From an optimization exercise on the open Yosys and OpenROAD flow, aimed at a short achievable clock period and few clock cycles; shortcuts taken in it are not production practice. No run shown here included a check of the RTL's function; only the layout flow was run. Power and IR drop assume default switching activity.

===== design/flow/run.sh =====
#!/bin/bash
# synth_recipe.tcl (not shown) runs the flow's synth.tcl, then flattens the netlist and writes it again
# the make line also repeats each setting of config.mk as NAME=value (left out here)
make -C /OpenROAD-flow-scripts/flow DESIGN_CONFIG=/design/flow/config.mk WORK_HOME=/design/flow/orfs CLKGATE_MAP_FILE= SYNTH_SCRIPT=/design/flow/synth_recipe.tcl finish

===== design/flow/config.mk =====
export PLATFORM = sky130hd
export DESIGN_NAME = core_top
export DESIGN_NICKNAME = core_top
export VERILOG_FILES = /design/flow/design.v
export SDC_FILE = /design/flow/constraint.sdc
export NUM_CORES = 4
export LEC_CHECK = 0
export ABC_CLOCK_PERIOD_IN_PS = 3500
export CAP_MARGIN = 20
export CORE_MARGIN = 2
export CORE_UTILIZATION = 50
export SETUP_SLACK_MARGIN = 5
export SLEW_MARGIN = 20

===== design/flow/constraint.sdc =====
create_clock -name core_clock -period 9.0 [get_ports {clk_i}]
set_input_delay 1.8000 -clock core_clock [delete_from_list [all_inputs] [get_ports {clk_i}]]
set_output_delay 1.8000 -clock core_clock [all_outputs]
set_load 0.01 [all_outputs]

===== design/flow/design.v =====
`timescale 1ns/100ps
`timescale 1ns/100ps
`timescale 1ns/100ps
`timescale 1ns/100ps
`timescale 1ns/100ps
`timescale 1ns/100ps
`timescale 1ns/100ps
`default_nettype none
module core_top #(
  parameter logic [31:0] RESET_PC = '0
) (
  input  wire          clk_i,
  input  wire          reset_i,
  input  wire          stall_i,
  output logic         rom_en_o,
  output logic [31:0]  rom_addr_o,
  input  wire  [31:0]  rom_data_i,
  output logic         ram_en_o,
  output logic         ram_we_o,
  output logic [31:0]  ram_addr_o,
  output logic [31:0]  ram_wdata_o,
  input  wire  [31:0]  ram_rdata_i,
  output logic         debug_wb_en_o,
  output logic [4:0]   debug_wb_addr_o,
  output logic [31:0]  debug_wb_data_o,
  output logic [31:0]  debug_pc_o
);
  logic [31:0] pc_q;
  logic        if_valid_q;
  logic [31:0] if_pc_q;
  logic [31:0] if_inst_q;
  logic        ex_valid_q;       
  logic        ex_wen_q;         
  logic [4:0]  ex_waddr_q;
  logic        ex_load_q;
  logic        ex_store_q;
  logic        ex_branch_q;
  logic        ex_bne_q;
  logic        ex_pred_q;        
  logic [31:0] ex_recover_q;     
  logic [31:0] ex_a_q;
  logic [31:0] ex_b_q;
  logic [31:0] ex_s_q;           
  logic        ex_fa_q;          
  logic        ex_fb_q;          
  logic        ex_fs_q;          
  logic        ex_sub_q;
  logic        ex_op_add_q;
  logic        ex_op_and_q;
  logic        ex_op_or_q;
  logic        ex_op_xor_q;
  logic        ex_op_slt_q;
  logic        ex_op_sll_q;
  logic        ex_op_srl_q;
  logic [4:0]  ex_shamt_q;
  logic [31:0] ex_pc_q;
  logic        mem_wen_q;
  logic [4:0]  mem_waddr_q;
  logic        mem_load_q;
  logic        mem_store_q;
  logic [31:0] mem_result_q;
  logic [31:0] mem_sdata_q;
  logic [31:0] mem_pc_q;
  logic        wb_wen_q;
  logic [4:0]  wb_waddr_q;
  logic [31:0] wb_data_q;
  logic [31:0] wb_pc_q;
  logic [31:0] regs [1:31];
  logic [31:0] mem_data;
  assign mem_data = mem_load_q ? ram_rdata_i : mem_result_q;
  logic [5:0]  id_op;
  logic [5:0]  id_fn;
  logic [4:0]  id_rs;
  logic [4:0]  id_rt;
  logic [4:0]  id_rd;
  logic [31:0] id_imm_s;
  logic [31:0] id_imm_z;
  logic        id_special;
  logic        id_r_alu;
  logic        id_addiu;
  logic        id_andi;
  logic        id_ori;
  logic        id_lui;
  logic        id_lw;
  logic        id_sw;
  logic        id_beq;
  logic        id_bne;
  logic        id_branch;
  logic        id_writes;
  logic [4:0]  id_waddr;
  assign id_op    = if_inst_q[31:26];
  assign id_fn    = if_inst_q[5:0];
  assign id_rs    = if_inst_q[25:21];
  assign id_rt    = if_inst_q[20:16];
  assign id_rd    = if_inst_q[15:11];
  assign id_imm_s = {{16{if_inst_q[15]}}, if_inst_q[15:0]};
  assign id_imm_z = {16'h0000, if_inst_q[15:0]};
  assign id_special = (id_op == 6'h00);
  assign id_r_alu   = id_special &&
                      (id_fn == 6'h21 || id_fn == 6'h23 || id_fn == 6'h24 ||
                       id_fn == 6'h25 || id_fn == 6'h26 || id_fn == 6'h2a ||
                       id_fn == 6'h00 || id_fn == 6'h02);
  assign id_addiu   = (id_op == 6'h09);
  assign id_andi    = (id_op == 6'h0c);
  assign id_ori     = (id_op == 6'h0d);
  assign id_lui     = (id_op == 6'h0f);
  assign id_lw      = (id_op == 6'h23);
  assign id_sw      = (id_op == 6'h2b);
  assign id_beq     = (id_op == 6'h04);
  assign id_bne     = (id_op == 6'h05);
  assign id_branch  = id_beq | id_bne;
  assign id_waddr  = id_special ? id_rd : id_rt;
  assign id_writes = (id_r_alu | id_addiu | id_andi | id_ori | id_lui | id_lw) &&
                     (id_waddr != 5'd0);
  logic        rs_dep_ex;
  logic        rt_dep_ex;
  logic        rs_dep_mem;
  logic        rt_dep_mem;
  logic [31:0] rs_val;
  logic [31:0] rt_val;
  assign rs_dep_ex  = ex_wen_q  && (ex_waddr_q  == id_rs);
  assign rt_dep_ex  = ex_wen_q  && (ex_waddr_q  == id_rt);
  assign rs_dep_mem = mem_wen_q && (mem_waddr_q == id_rs);
  assign rt_dep_mem = mem_wen_q && (mem_waddr_q == id_rt);
  always_comb begin
    if (id_rs == 5'd0)   rs_val = '0;
    else if (rs_dep_mem) rs_val = mem_data;
    else                 rs_val = regs[id_rs];
  end
  always_comb begin
    if (id_rt == 5'd0)   rt_val = '0;
    else if (rt_dep_mem) rt_val = mem_data;
    else                 rt_val = regs[id_rt];
  end
  logic        id_same;
  logic        id_pred;
  logic [31:0] id_pc4;
  logic [31:0] id_target;
  logic [31:0] id_pc8;
  assign id_same   = (id_rs == id_rt);
  assign id_pred   = id_same ? id_beq : (id_bne | if_inst_q[15]);
  assign id_pc4    = if_pc_q + 32'd4;
  assign id_target = id_pc4 + {id_imm_s[29:0], 2'b00};
  assign id_pc8    = pc_q + 32'd4;
  logic [31:0] ex_a;
  logic [31:0] ex_b;
  logic [31:0] ex_s;
  logic [31:0] ex_b_inv;
  logic [32:0] ex_sum;
  logic        ex_lt;
  logic [31:0] ex_result;
  logic        ex_eq;
  logic        ex_taken;
  logic        ex_mispredict;
  assign ex_a = ex_fa_q ? mem_data : ex_a_q;
  assign ex_b = ex_fb_q ? mem_data : ex_b_q;
  assign ex_s = ex_fs_q ? mem_data : ex_s_q;
  assign ex_b_inv = ex_sub_q ? ~ex_b : ex_b;
  assign ex_sum   = {1'b0, ex_a} + {1'b0, ex_b_inv} + {32'd0, ex_sub_q};
  assign ex_lt    = (ex_a[31] ^ ex_b[31]) ? ex_a[31] : ex_sum[31];
  always_comb begin
    ex_result = '0;
    if (ex_op_add_q) ex_result = ex_result | ex_sum[31:0];
    if (ex_op_and_q) ex_result = ex_result | (ex_a & ex_b);
    if (ex_op_or_q)  ex_result = ex_result | (ex_a | ex_b);
    if (ex_op_xor_q) ex_result = ex_result | (ex_a ^ ex_b);
    if (ex_op_slt_q) ex_result = ex_result | {31'd0, ex_lt};
    if (ex_op_sll_q) ex_result = ex_result | (ex_b << ex_shamt_q);
    if (ex_op_srl_q) ex_result = ex_result | (ex_b >> ex_shamt_q);
  end
  assign ex_eq         = (ex_a == ex_s);
  assign ex_taken      = ex_bne_q ? ~ex_eq : ex_eq;
  assign ex_mispredict = ex_valid_q & ex_branch_q & (ex_taken ^ ex_pred_q);
  logic id_hold;
  logic id_go;
  assign id_hold = if_valid_q & id_branch & ex_valid_q & ex_branch_q;
  assign id_go   = if_valid_q & ~id_hold;
  always_ff @(posedge clk_i) begin
    if (reset_i) begin
      pc_q       <= RESET_PC;
      if_valid_q <= 1'b0;
    end else if (!stall_i) begin
      if (ex_mispredict)              pc_q <= ex_recover_q;
      else if (id_hold)               pc_q <= pc_q;
      else if (id_go && id_branch && id_pred) pc_q <= id_target;
      else                            pc_q <= pc_q + 32'd4;
      if (!id_hold) begin
        if_valid_q <= ~ex_mispredict;
        if_pc_q    <= pc_q;
        if_inst_q  <= rom_data_i;
      end
    end
  end
  assign rom_en_o   = 1'b1;
  assign rom_addr_o = pc_q;
  always_ff @(posedge clk_i) begin
    if (reset_i) begin
      ex_valid_q  <= 1'b0;
      ex_wen_q    <= 1'b0;
      ex_load_q   <= 1'b0;
      ex_store_q  <= 1'b0;
      ex_branch_q <= 1'b0;
    end else if (!stall_i) begin
      ex_valid_q  <= id_go;
      ex_wen_q    <= id_go & id_writes;
      ex_load_q   <= id_go & id_lw;
      ex_store_q  <= id_go & id_sw;
      ex_branch_q <= id_go & id_branch;
    end
  end
  always_ff @(posedge clk_i) begin
    if (!stall_i) begin
      ex_waddr_q   <= id_waddr;
      ex_bne_q     <= id_bne;
      ex_pred_q    <= id_pred;
      ex_recover_q <= id_pred ? id_pc8 : id_target;
      ex_pc_q      <= if_pc_q;
      ex_shamt_q   <= if_inst_q[10:6];
      ex_a_q  <= id_lui ? 32'd0 : rs_val;
      ex_fa_q <= ~id_lui & (id_rs != 5'd0) & rs_dep_ex;
      if (id_special | id_branch) begin
        ex_b_q  <= rt_val;
        ex_fb_q <= (id_rt != 5'd0) & rt_dep_ex;
      end else begin
        ex_b_q  <= id_lui ? {if_inst_q[15:0], 16'h0000} :
                   (id_andi | id_ori) ? id_imm_z : id_imm_s;
        ex_fb_q <= 1'b0;
      end
      ex_s_q  <= rt_val;
      ex_fs_q <= (id_rt != 5'd0) & rt_dep_ex;
      ex_sub_q    <= id_special & ((id_fn == 6'h23) | (id_fn == 6'h2a));
      ex_op_add_q <= (id_special & ((id_fn == 6'h21) | (id_fn == 6'h23))) |
                     id_addiu | id_lw | id_sw;
      ex_op_and_q <= (id_special & (id_fn == 6'h24)) | id_andi;
      ex_op_or_q  <= (id_special & (id_fn == 6'h25)) | id_ori | id_lui;
      ex_op_xor_q <= id_special & (id_fn == 6'h26);
      ex_op_slt_q <= id_special & (id_fn == 6'h2a);
      ex_op_sll_q <= id_special & (id_fn == 6'h00);
      ex_op_srl_q <= id_special & (id_fn == 6'h02);
    end
  end
  always_ff @(posedge clk_i) begin
    if (reset_i) begin
      mem_wen_q   <= 1'b0;
      mem_load_q  <= 1'b0;
      mem_store_q <= 1'b0;
    end else if (!stall_i) begin
      mem_wen_q   <= ex_wen_q;
      mem_load_q  <= ex_load_q;
      mem_store_q <= ex_store_q;
    end
  end
  always_ff @(posedge clk_i) begin
    if (!stall_i) begin
      mem_waddr_q  <= ex_waddr_q;
      mem_result_q <= ex_result;
      mem_sdata_q  <= ex_s;
      mem_pc_q     <= ex_pc_q;
    end
  end
  assign ram_en_o    = mem_load_q | mem_store_q;
  assign ram_we_o    = mem_store_q & ~stall_i;
  assign ram_addr_o  = mem_result_q;
  assign ram_wdata_o = mem_sdata_q;
  always_ff @(posedge clk_i) begin
    if (!reset_i && !stall_i && mem_wen_q) begin
      regs[mem_waddr_q] <= mem_data;
    end
  end
  always_ff @(posedge clk_i) begin
    if (reset_i) begin
      wb_wen_q <= 1'b0;
    end else if (!stall_i) begin
      wb_wen_q <= mem_wen_q;
    end
  end
  always_ff @(posedge clk_i) begin
    if (!stall_i) begin
      wb_waddr_q <= mem_waddr_q;
      wb_data_q  <= mem_data;
      wb_pc_q    <= mem_pc_q;
    end
  end
  assign debug_wb_en_o   = wb_wen_q & ~stall_i;
  assign debug_wb_addr_o = wb_waddr_q;
  assign debug_wb_data_o = wb_data_q;
  assign debug_pc_o      = wb_pc_q;
endmodule
`default_nettype wire

==> impl_metrics.tcl, run 1 <==
set metrics [dict create \
    status "complete, no violations" \
    yosys-top-cells-count "edfxtp_1, mux4_2, a211oi_1" \
    total_power_mw 18.2 \
    gp_congestion 0.966 \
    fin_tns_setup_ps 0 \
    dieArea_mm2 0.153 \
    critPathKind "in -> reg" \
    netlist_area_mm2 0.0747 \
    clkTransAtPathRegs_ps 60 \
    yosysTopAreaCell "edfxtp_1" \
    setup_viol 0 \
    initial_core_util_pct 50.5 \
    critical_path_required_ps 9520 \
    routed_wl_mm 255 \
    drc 0 \
    min_to "wb_pc_q[17]" \
    syn_inst 4860 \
    clk_latency_ps 820 \
    worstSetupStartpointType "input port" \
    ant_nets 0 \
    yosysMostFrequentCell "edfxtp_1" \
    cts_sinks 1461 \
    r2r_slack_ps 4530 \
    worstPathArrival_ps 5210 \
    hold_path_startpoint "mem_pc_q[17]" \
    yosysTopAreaCellShare_pct 56.6 \
    power_density_mw_per_mm2 202 \
    dieWidth_um 391 \
    rsz0062_at_grt "true" \
    fillers 11000 \
    slew_headroom_pct 25.1 \
    wl_per_cell_um 34.4 \
    cts_tree "built" \
    grt_usage_pct 33.2 \
    period_minus_slack_ps 4680 \
    first_pass_iters 5 \
    syn_area_per_cell_um2 15.4 \
    coreArea_mm2 0.148 \
    ys.flop_type "edfxtp_1" \
    drive_gt1_share_pct 30.0 \
    synth_cell_types 93 \
    num_rows 141 \
    htree_levels 4 \
    cts_buffers 159 \
    period_share_pct 52.1 \
    seq_area_frac_synth_pct 58.0 \
    critPathMaxFanout 3 \
    port_buffers 234 \
    maxCapViolations 0 \
    num_vias 50200 \
    dp_hpwl_mm 148 \
    die_h_um 391 \
    areaGrowthSynthToFinish_pct 20.5 \
    syn-num-nets 5081 \
    r2r.worst_path.cells 20 \
    hold_path.class "reg -> reg" \
    grt_pass1_vias 48900 \
    ir_worst_vdd_mv 0.180 \
    grt_first_pass_wirelength_mm 359 \
    synthTopCellsByArea "edfxtp_1, mux4_2, mux2i_1, a211oi_1, ha_1" \
    ctsLongestPathBuffers 3 \
    r2r_start "mem_load_q" \
    cts-root-buf "clkbuf_16" \
    end_kind "flip-flop" \
    synth_edf_count 1409 \
    fmax_ghz 0.213 \
    antenna_found_initial 8 \
    avgViaCountPerCell 6.77 \
    fin_nets 5570 \
    grt_max_degree 199 \
    finalMaxSlewViolations 0 \
    grt.overflow.total 0 \
    tightest_slew_ps 1120 \
    cp-startpoint "ram_rdata_i[2]" \
    io_pins 236 \
    r2r_end "mem_result_q[22]" \
    holdPathStages 0 \
    ys.warnings.count 1 \
    ys_ff_latch 1461 \
    async_reset_ff_share_pct 0 \
    clock_skew_ps 57.5 \
    postCtsHoldBufs 0 \
    p_leak_nw 30.6 \
    hold_violations 0 \
    drt_iter0_markers 6620 \
]
## registers in the layout (all words and copies together), names as in the netlist, 5 cells and up, named ones only
name / cells
ex_a_q: 32
ex_b_q: 32
ex_pc_q: 32
ex_recover_q: 32
ex_s_q: 32
ex_shamt_q: 5
ex_waddr_q: 5
if_inst_q: 32
if_pc_q: 32
mem_pc_q: 32
mem_result_q: 32
mem_sdata_q: 32
mem_waddr_q: 5
pc_q: 32
regs: 992
wb_data_q: 32
wb_pc_q: 32
wb_waddr_q: 5
## per-layer routing
layer  part of all wire (%)  GRT usage [%]  vias up
met5                  0.017              0        -
met4                    4.1           12.2        8
met3                     11           7.97      504
met2                     45           49.7     2967
met1                     40           47.6    26100
li1                       -              -    20600
## final cells by class
cell class	instances	area [um2]	share of cell area (%)
clock inverter	91	926	1.03
tap	1930	2410	2.68
sequential	1461	43400	48.2
multi-input combinational	2891	31700	35.2
timing repair buffer	673	6640	7.37
timing repair inverter	17	110	0.122
inverter	146	737	0.818
antenna	1	2.50	0.00278
clock buffer	197	4150	4.61
## stage by stage
step                      instances  setup slack [ps]  utilization, %  cell area [um2]  hold WS (ps)
after global placement         6788              2550            54.1            80000           402
after detailed placement       6791              2460            54.1            80100           405
final                          7407              4320            60.8            90100           411
after floorplan                4860              1390               -            75400           400
after CTS                      7368              4330            60.4            89400           415
after global routing           7406              4260            60.8            90000           419
## how the worst max path moves through the flow
| stage | cells past startpoint | to | slack (ps) |
|---|---|---|---|
| final | 20 | mem_result_q[22] | 4320 |
| after global routing | 16 | mem_result_q[24] | 4260 |
| after CTS | 16 | mem_result_q[22] | 4330 |
| after detailed placement | 15 | mem_result_q[30] | 2460 |
| after global placement | 12 | pc_q[23] | 2550 |
| after floorplan | 2 | ex_a_q[0] | 1390 |
## power by group
group,internal [mW],switching (mW)
logic,1.61,2.15
clock network,3.60,2.83
registers,7.83,0.209
## cell families (layout without fill, tap and decap cells)
kind of cell               after synthesis  count (layout)  share of synthesized area [%]
other                                    1               2                        0.00502
and+or+nand+nor                        780             783                           4.75
buffers and inverters                  513            1124                           2.69
muxes                                  875             877                           21.5
xor gates and xnor gates               192             192                           2.29
DFF                                   1461            1461                           58.0
adders and majority gates              154             154                           2.60
AOI/OAI and AO/OA                      884             884                           8.11
## worst max-delay path: stages
cell      delay (ps)
buf_2            110
mux2i_4          180
buf_12           140
inv_8             30
mux2i_4          170
inv_2             90
ha_4             250
nor2b_4          120
o31a_1           320
buf_4            150
o21a_1           160
o2111a_2         270
nor4_4           230
o31a_1           280
o211ai_1         160
buf_4            180
buf_4            120
a31oi_1          150
o21ai_0           90
a21o_1           180
## timing repair
| action | 4_1_cts | 5_1_grt |
|---|---|---|
| buffers inserted | 264 | 34 |
| gates cloned | 25 | 1 |
| pin swaps | 132 | 55 |
| setup endpoints to repair | 656 | 347 |
| resized for setup | 451 | 64 |
## cells in the final DEF (no fill, tap or decap), types with 19 or more instances in the layout
cell             netlist  layout
edfxtp_1            1409    1409
mux4_2               570     570
buf_4                  2     303
a211oi_1             319     301
nor2_1               276     238
nand2_1              238     236
mux2i_1              258     219
clkdlybuf4s50_1        0     202
clkbuf_16              0     161
a21oi_1              175     143
ha_1                 152     136
inv_1                139     108
o21ai_0              124     102
xnor2_1              121      94
buf_6                  3      88
xor2_1                69      67
nand3_1               67      59
mux2i_4               10      46
buf_12                 0      43
a21o_1                56      41
dfxtp_1               52      41
clkinv_1               2      39
nor2_4                 1      38
clkbuf_1             259      36
nor3_1                35      26
clkinv_2               0      23
nand4_1               21      21
xnor2_2                0      20
mux2_2                25      20
o211ai_1              20      20
and2_1                21      19
==> run 2, diff against run 1 <==
--- a/design/flow/design.v
+++ b/design/flow/design.v
@@ -29,6 +29,8 @@
   logic        if_valid_q;
   logic [31:0] if_pc_q;
   logic [31:0] if_inst_q;
+  logic [31:0] rf_rs_q;          
+  logic [31:0] rf_rt_q;
   logic        ex_valid_q;       
   logic        ex_wen_q;         
   logic [4:0]  ex_waddr_q;
@@ -37,13 +39,14 @@
   logic        ex_branch_q;
   logic        ex_bne_q;
   logic        ex_pred_q;        
-  logic [31:0] ex_recover_q;     
+  logic [31:0] ex_target_q;      
+  logic [31:0] ex_fall_q;        
   logic [31:0] ex_a_q;
   logic [31:0] ex_b_q;
   logic [31:0] ex_s_q;           
-  logic        ex_fa_q;          
-  logic        ex_fb_q;          
-  logic        ex_fs_q;          
+  logic        ex_fa_own_q, ex_fa_alu_q, ex_fa_ld_q;
+  logic        ex_fb_own_q, ex_fb_alu_q, ex_fb_ld_q;
+  logic        ex_fs_own_q, ex_fs_alu_q, ex_fs_ld_q;
   logic        ex_sub_q;
   logic        ex_op_add_q;
   logic        ex_op_and_q;
@@ -116,34 +119,96 @@
   logic        rt_dep_ex;
   logic        rs_dep_mem;
   logic        rt_dep_mem;
+  logic        rs_dep_wb;
+  logic        rt_dep_wb;
   logic [31:0] rs_val;
   logic [31:0] rt_val;
+  logic [4:0]  rom_rs;
+  logic [4:0]  rom_rt;
+  logic [31:0] rf_rs;
+  logic [31:0] rf_rt;
   assign rs_dep_ex  = ex_wen_q  && (ex_waddr_q  == id_rs);
   assign rt_dep_ex  = ex_wen_q  && (ex_waddr_q  == id_rt);
   assign rs_dep_mem = mem_wen_q && (mem_waddr_q == id_rs);
   assign rt_dep_mem = mem_wen_q && (mem_waddr_q == id_rt);
+  assign rs_dep_wb  = wb_wen_q  && (wb_waddr_q  == id_rs);
+  assign rt_dep_wb  = wb_wen_q  && (wb_waddr_q  == id_rt);
   always_comb begin
     if (id_rs == 5'd0)   rs_val = '0;
     else if (rs_dep_mem) rs_val = mem_data;
-    else                 rs_val = regs[id_rs];
+    else if (rs_dep_wb)  rs_val = wb_data_q;
+    else                 rs_val = rf_rs_q;
   end
   always_comb begin
     if (id_rt == 5'd0)   rt_val = '0;
     else if (rt_dep_mem) rt_val = mem_data;
-    else                 rt_val = regs[id_rt];
+    else if (rt_dep_wb)  rt_val = wb_data_q;
+    else                 rt_val = rf_rt_q;
   end
+  assign rom_rs = rom_data_i[25:21];
+  assign rom_rt = rom_data_i[20:16];
+  assign rf_rs  = (rom_rs == 5'd0) ? 32'd0 : regs[rom_rs];
+  assign rf_rt  = (rom_rt == 5'd0) ? 32'd0 : regs[rom_rt];
   logic        id_same;
   logic        id_pred;
+  logic [31:0] ex_a;
+  logic [31:0] ex_b;
   logic [31:0] id_pc4;
   logic [31:0] id_target;
   logic [31:0] id_pc8;
-  assign id_same   = (id_rs == id_rt);
-  assign id_pred   = id_same ? id_beq : (id_bne | if_inst_q[15]);
+  logic        id_dep;
+  logic        id_ex_easy;
+  logic        id_resolved;
+  logic [31:0] id_other;
+  logic [31:0] ex_bx;
+  logic [31:0] ex_logic;
+  logic [31:0] id_carry;
+  logic        id_eq_add;
+  logic        id_eq_logic;
+  logic        id_eq;
+  logic        id_memld;
+  logic [31:0] rs_cmp;
+  logic [31:0] rt_cmp;
+  logic [31:0] ex_a_r;
+  logic [31:0] ex_b_r;
+  logic [31:0] ex_br_r;
+  always_comb begin
+    if (id_rs == 5'd0)   rs_cmp = '0;
+    else if (rs_dep_mem) rs_cmp = mem_result_q;
+    else if (rs_dep_wb)  rs_cmp = wb_data_q;
+    else                 rs_cmp = rf_rs_q;
+  end
+  always_comb begin
+    if (id_rt == 5'd0)   rt_cmp = '0;
+    else if (rt_dep_mem) rt_cmp = mem_result_q;
+    else if (rt_dep_wb)  rt_cmp = wb_data_q;
+    else                 rt_cmp = rf_rt_q;
+  end
+  assign ex_a_r  = ({32{ex_fa_own_q}} & ex_a_q) | ({32{ex_fa_alu_q}} & mem_result_q);
+  assign ex_b_r  = ({32{ex_fb_own_q}} & ex_b_q) | ({32{ex_fb_alu_q}} & mem_result_q);
+  assign ex_br_r = ex_sub_q ? ~ex_b_r : ex_b_r;
+  assign id_memld    = mem_load_q & (rs_dep_mem | rt_dep_mem);
+  assign id_same     = (id_rs == id_rt);
+  assign id_dep      = rs_dep_ex | rt_dep_ex;
+  assign id_ex_easy  = (ex_op_add_q | ex_op_and_q | ex_op_or_q | ex_op_xor_q) &
+                       ~ex_fa_ld_q & ~ex_fb_ld_q;
+  assign id_resolved = ~id_memld & (~id_dep | id_ex_easy);
+  assign id_other    = rs_dep_ex ? rt_cmp : rs_cmp;
+  assign ex_bx    = ex_sub_q ? ~ex_b : ex_b;
+  assign id_carry = {(ex_a_r[30:0] & ex_br_r[30:0]) |
+                     ((ex_a_r[30:0] ^ ex_br_r[30:0]) & ~id_other[30:0]),
+                     ex_sub_q};
+  assign id_eq_add = ((ex_a_r ^ ex_br_r ^ id_other) == id_carry);
+  assign ex_logic  = ex_op_and_q ? (ex_a_r & ex_b_r) :
+                     ex_op_or_q  ? (ex_a_r | ex_b_r) : (ex_a_r ^ ex_b_r);
+  assign id_eq_logic = (ex_logic == id_other);
+  assign id_eq = ~id_dep      ? (rs_cmp == rt_cmp) :
+                 ex_op_add_q  ? id_eq_add : id_eq_logic;
+  assign id_pred = id_same     ? id_beq :
+                   id_resolved ? (id_bne ^ id_eq) : (id_bne | if_inst_q[15]);
   assign id_pc4    = if_pc_q + 32'd4;
   assign id_target = id_pc4 + {id_imm_s[29:0], 2'b00};
   assign id_pc8    = pc_q + 32'd4;
-  logic [31:0] ex_a;
-  logic [31:0] ex_b;
   logic [31:0] ex_s;
   logic [31:0] ex_b_inv;
   logic [32:0] ex_sum;
@@ -152,11 +217,31 @@
   logic        ex_eq;
   logic        ex_taken;
   logic        ex_mispredict;
-  assign ex_a = ex_fa_q ? mem_data : ex_a_q;
-  assign ex_b = ex_fb_q ? mem_data : ex_b_q;
-  assign ex_s = ex_fs_q ? mem_data : ex_s_q;
-  assign ex_b_inv = ex_sub_q ? ~ex_b : ex_b;
-  assign ex_sum   = {1'b0, ex_a} + {1'b0, ex_b_inv} + {32'd0, ex_sub_q};
+  assign ex_a = ({32{ex_fa_own_q}} & ex_a_q) | ({32{ex_fa_alu_q}} & mem_result_q) |
+                ({32{ex_fa_ld_q}} & ram_rdata_i);
+  assign ex_b = ({32{ex_fb_own_q}} & ex_b_q) | ({32{ex_fb_alu_q}} & mem_result_q) |
+                ({32{ex_fb_ld_q}} & ram_rdata_i);
+  assign ex_s = ({32{ex_fs_own_q}} & ex_s_q) | ({32{ex_fs_alu_q}} & mem_result_q) |
+                ({32{ex_fs_ld_q}} & ram_rdata_i);
+  assign ex_b_inv = ex_bx;
+  logic [32:0] ks_g [0:6];
+  logic [32:0] ks_p [0:6];
+  logic [31:0] ks_x;
+  assign ks_x    = ex_a ^ ex_b_inv;
+  assign ks_g[0] = {ex_a & ex_b_inv, ex_sub_q};
+  assign ks_p[0] = {ks_x, 1'b0};
+  for (genvar l = 0; l < 6; l++) begin : g_ks
+    for (genvar i = 0; i < 33; i++) begin : g_bit
+      if (i >= (1 << l)) begin : g_op
+        assign ks_g[l+1][i] = ks_g[l][i] | (ks_p[l][i] & ks_g[l][i - (1 << l)]);
+        assign ks_p[l+1][i] = ks_p[l][i] & ks_p[l][i - (1 << l)];
+      end else begin : g_pass
+        assign ks_g[l+1][i] = ks_g[l][i];
+        assign ks_p[l+1][i] = ks_p[l][i];
+      end
+    end
+  end
+  assign ex_sum = {ks_g[6][32], ks_x ^ ks_g[6][31:0]};
   assign ex_lt    = (ex_a[31] ^ ex_b[31]) ? ex_a[31] : ex_sum[31];
   always_comb begin
     ex_result = '0;
@@ -168,19 +253,22 @@
     if (ex_op_sll_q) ex_result = ex_result | (ex_b << ex_shamt_q);
     if (ex_op_srl_q) ex_result = ex_result | (ex_b >> ex_shamt_q);
   end
-  assign ex_eq         = (ex_a == ex_s);
+  logic [31:0] ex_s_r;
+  assign ex_s_r        = ({32{ex_fs_own_q}} & ex_s_q) | ({32{ex_fs_alu_q}} & mem_result_q);
+  assign ex_eq         = (ex_a_r == ex_s_r);
   assign ex_taken      = ex_bne_q ? ~ex_eq : ex_eq;
   assign ex_mispredict = ex_valid_q & ex_branch_q & (ex_taken ^ ex_pred_q);
   logic id_hold;
   logic id_go;
-  assign id_hold = if_valid_q & id_branch & ex_valid_q & ex_branch_q;
+  assign id_hold = if_valid_q & id_branch &
+                   ((ex_valid_q & ex_branch_q) | (ex_load_q & id_dep));
   assign id_go   = if_valid_q & ~id_hold;
   always_ff @(posedge clk_i) begin
     if (reset_i) begin
       pc_q       <= RESET_PC;
       if_valid_q <= 1'b0;
     end else if (!stall_i) begin
-      if (ex_mispredict)              pc_q <= ex_recover_q;
+      if (ex_mispredict)              pc_q <= ex_pred_q ? ex_fall_q : ex_target_q;
       else if (id_hold)               pc_q <= pc_q;
       else if (id_go && id_branch && id_pred) pc_q <= id_target;
       else                            pc_q <= pc_q + 32'd4;
@@ -188,6 +276,11 @@
         if_valid_q <= ~ex_mispredict;
         if_pc_q    <= pc_q;
         if_inst_q  <= rom_data_i;
+        rf_rs_q    <= rf_rs;
+        rf_rt_q    <= rf_rt;
+      end else begin
+        rf_rs_q    <= rs_val;
+        rf_rt_q    <= rt_val;
       end
     end
   end
@@ -213,21 +306,30 @@
       ex_waddr_q   <= id_waddr;
       ex_bne_q     <= id_bne;
       ex_pred_q    <= id_pred;
-      ex_recover_q <= id_pred ? id_pc8 : id_target;
+      ex_target_q  <= id_target;
+      ex_fall_q    <= id_pc8;
       ex_pc_q      <= if_pc_q;
       ex_shamt_q   <= if_inst_q[10:6];
-      ex_a_q  <= id_lui ? 32'd0 : rs_val;
-      ex_fa_q <= ~id_lui & (id_rs != 5'd0) & rs_dep_ex;
+      ex_a_q      <= id_lui ? 32'd0 : rs_val;
+      ex_fa_own_q <= id_lui | ~rs_dep_ex;
+      ex_fa_alu_q <= ~id_lui & rs_dep_ex & ~ex_load_q;
+      ex_fa_ld_q  <= ~id_lui & rs_dep_ex & ex_load_q;
       if (id_special | id_branch) begin
-        ex_b_q  <= rt_val;
-        ex_fb_q <= (id_rt != 5'd0) & rt_dep_ex;
+        ex_b_q      <= rt_val;
+        ex_fb_own_q <= ~rt_dep_ex;
+        ex_fb_alu_q <= rt_dep_ex & ~ex_load_q;
+        ex_fb_ld_q  <= rt_dep_ex & ex_load_q;
       end else begin
-        ex_b_q  <= id_lui ? {if_inst_q[15:0], 16'h0000} :
-                   (id_andi | id_ori) ? id_imm_z : id_imm_s;
-        ex_fb_q <= 1'b0;
+        ex_b_q      <= id_lui ? {if_inst_q[15:0], 16'h0000} :
+                       (id_andi | id_ori) ? id_imm_z : id_imm_s;
+        ex_fb_own_q <= 1'b1;
+        ex_fb_alu_q <= 1'b0;
+        ex_fb_ld_q  <= 1'b0;
       end
-      ex_s_q  <= rt_val;
-      ex_fs_q <= (id_rt != 5'd0) & rt_dep_ex;
+      ex_s_q      <= rt_val;
+      ex_fs_own_q <= ~rt_dep_ex;
+      ex_fs_alu_q <= rt_dep_ex & ~ex_load_q;
+      ex_fs_ld_q  <= rt_dep_ex & ex_load_q;
       ex_sub_q    <= id_special & ((id_fn == 6'h23) | (id_fn == 6'h2a));
       ex_op_add_q <= (id_special & ((id_fn == 6'h21) | (id_fn == 6'h23))) |
                      id_addiu | id_lw | id_sw;
==> run 2 against run 1 <==
Via count is 27% higher. Non-clock buffer count grew 95. Sequential share of layout area is 2.0 points lower. Largest cell class unchanged.
==> impl_metrics.tcl, run 2 <==
set metrics [dict create \
    syn-num-nets 6768 \
    setup_viol 0 \
    syn_area_per_cell_um2 13.0 \
    grt_usage_pct 39.1 \
    avgViaCountPerCell 6.86 \
    die_h_um 413 \
    synthTopCellsByArea "edfxtp_1, mux4_2, mux2i_1, ha_1, a21oi_1" \
    yosysMostFrequentCell "edfxtp_1" \
    final_area_mm2 0.0999 \
    ant_nets 0 \
    rsz0062_at_grt "true" \
    status "complete, no violations" \
    initial_core_util_pct 50.2 \
    stdcell_count 9282 \
    fin_nets 7246 \
    coreArea_mm2 0.167 \
    htree_levels 4 \
    async_reset_ff_share_pct 0 \
    clkTransAtPathRegs_ps 60 \
    dpl.cell_count 8601 \
    place_ws_ps 1850 \
    clock_skew_ps 55.1 \
    fin_tns_setup_ps 0 \
    power_density_mw_per_mm2 185 \
    finalMaxSlewViolations 0 \
    yosys-top-cells-count "edfxtp_1, nor2_1, nand2_1" \
    finalCoreUtilization_pct 59.9 \
    final_common_cell "edfxtp_1" \
    period_minus_slack_ps 5270 \
    port_buffers 234 \
    io_pins 236 \
    worstPathArrival_ps 5980 \
    layout_common_cells "edfxtp_1, buf_4, nand2_1" \
    critPathKind "reg -> reg" \
    r2r_start "if_inst_q[25]" \
    largest_reg_flops 992 \
    drt_iter0_markers 9556 \
    ys_ff_latch 1551 \
    cts_buffers 170 \
    num_rows 150 \
    dieArea_mm2 0.171 \
    slew_headroom_pct 18.7 \
    yosysTopAreaCellShare_pct 54.1 \
    min_to "wb_pc_q[4]" \
    hold_path_startpoint "mem_pc_q[4]" \
    timing.final.ws_setup_ps 3730 \
    fmax_ghz 0.190 \
    tightest_slew_ps 1210 \
    regMostFlops "regs" \
    grt.overflow.total 0 \
    ctsLongestPathBuffers 3 \
    r2r_slack_ps 3730 \
    netlist_area_mm2 0.0837 \
    end_kind "flip-flop" \
    period_share_pct 58.6 \
    ys.warnings.count 3 \
    r2r.worst_path.cells 17 \
    cts-root-buf "clkbuf_16" \
    syn_inst 6453 \
    grt_first_pass_wirelength_mm 466 \
    grt_max_degree 147 \
    synth_edf_count 1509 \
    synth_cell_types 96 \
    antenna_found_initial 26 \
    cts_tree "built" \
    ys.flop_type "edfxtp_1" \
    routed_wl_mm 339 \
    p_leak_nw 35.5 \
    cts_sinks 1551 \
    seq_area_frac_synth_pct 55.1 \
    clk_latency_ps 870 \
    critical_path_required_ps 9710 \
    critPathMaxFanout 7 \
    dp_hpwl_mm 222 \
    areaGrowthSynthToFinish_pct 19.3 \
    wl_per_cell_um 36.5 \
    dieWidth_um 413 \
    drc 0 \
    hold_violations 0 \
    worstSetupStartpointType "flip-flop" \
    hold_path.class "reg -> reg" \
    holdPathStages 0 \
    yosysTopAreaCell "edfxtp_1" \
    drive_gt1_share_pct 23.4 \
    num_vias 63700 \
    first_pass_iters 8 \
    r2r_end "pc_q[2]" \
    place_area_mm2 0.0888 \
    maxCapViolations 0 \
    ir_worst_vdd_mv 0.222 \
    postCtsHoldBufs 0 \
    grt_pass1_vias 60400 \
    gp_congestion 0.981 \
]
-- run 2: area by class of cell --
class	count	area (um2)
fill	13100	66800
multi-input combinational	4231	37200
inverter	209	793
timing repair buffer	768	7490
clock buffer	199	4370
tap	2204	2760
clock inverter	113	1080
sequential	1551	46200
antenna	7	17.5
-- run 2: per-layer routing --
| metal | vias up | routed length (um) | GRT usage, % |
|---|---|---|---|
| li1 | 26200 | - | - |
| met1 | 32300 | 128000 | 52.1 |
| met2 | 4152 | 154000 | 60.4 |
| met3 | 947 | 35800 | 8.38 |
| met4 | 20 | 20500 | 20.5 |
| met5 | - | 156 | 0 |
-- run 2: through the flow --
| step | total power, mW | hold WS (ps) |
|---|---|---|
| 2_1_floorplan | 10.1 | 400 |
| 3_3_place_gp | 11.2 | 401 |
| 3_5_place_dp | 11.2 | 405 |
| 4_1_cts | 18.4 | 413 |
| 5_1_grt | 19.0 | 417 |
| 6_report | 18.5 | 411 |
-- run 2: how the worst max path moves through the flow --
stage | start | endpoint | slack (ps) | cells after the start
floorplan | stall_i | ex_a_q[0] | 810 | 2
global placement | if_inst_q[16] | pc_q[2] | 1870 | 18
detailed placement | if_inst_q[22] | pc_q[2] | 1850 | 17
CTS | if_inst_q[21] | pc_q[2] | 3860 | 19
global route | if_inst_q[24] | pc_q[9] | 3700 | 19
finish | if_inst_q[25] | pc_q[2] | 3730 | 17
-- run 2: power by group --
part           total [mW]  switching [mW]  leakage, nW  internal [mW]
sequential           8.36           0.134         14.3           8.22
combinational        3.24            2.06         18.5           1.18
clock                6.91            3.03         2.65           3.88
total                18.5            5.22         35.5           13.3
-- run 2: what timing repair did --
| action | 4_1_cts | 5_1_grt |
|---|---|---|
| endpoints found under the hold margin | 0 | 0 |
| cloned | 14 | 3 |
| pin swaps | 143 | 86 |
| gates resized for setup | 507 | 194 |
| setup endpoints to repair | 938 | 613 |
| setup buffers | 281 | 64 |
-- run 2: critical path, stage by stage (launching register included) --
cell and delay (ps):
edfxtp_1 560, buf_4 220, xor2_2 190, nor2_2 420
nand3_1 280, a31oi_4 320, a22o_4 230, fa_1 470
xnor2_2 280, nand4_1 150, nor4_2 340, nand2_1 150
nor4_4 210, a41o_4 220, nor3b_4 100, or3_4 470
mux2_4 320, a22o_1 170
-- run 2: logic make-up after synthesis --
logic type               after synthesis  share of synthesized area, %
buffers and inverters                679                          3.18
other                                  1                       0.00448
flip-flops                          1551                          55.1
AND/OR/NAND/NOR                     1306                          6.97
XOR/XNOR                             286                          3.01
multiplexers                         823                          15.7
adder cells (fa/ha/maj)              249                          4.01
AO/OA/AOI/OAI                       1558                          12.0

[what the ideal ports hide]
How much do the figures lean on ideal ports? The routed layouts below were timed once more, with nothing changed but the port constraints. Step 1 sets driving cells, clkbuf_16 on the clock port and buf_2 on the other inputs (assumed; they add their load-dependent delay and slew). Step 2, shift: input delay + t, output delay - t, t = (earliest + latest rising clock arrival at the registers) / 2. This alone moves slack from input paths to output paths. Three values: no drivers, after step 1, after step 2; two values: the first two.
| run | shift t [ns] | setup WS [ns] | clock arrival spread, ns | worst slew at a driven data input, ns | pins driven straight from the clock port |
|---|---|---|---|---|---|
| run 1 | 0.875 | 4.315 / 4.370 / 3.495 | 0.058 / 0.058 | 0.06 | 1 |
| run 2 | 0.933 | 3.726 / 3.726 / 3.726 | 0.055 / 0.055 | 0.25 | 1 |
After both steps every run listed still meets setup and hold. The setup slack of run 1, which loses most, moves by +0.055 ns with the drivers and by -0.820 ns with both steps.
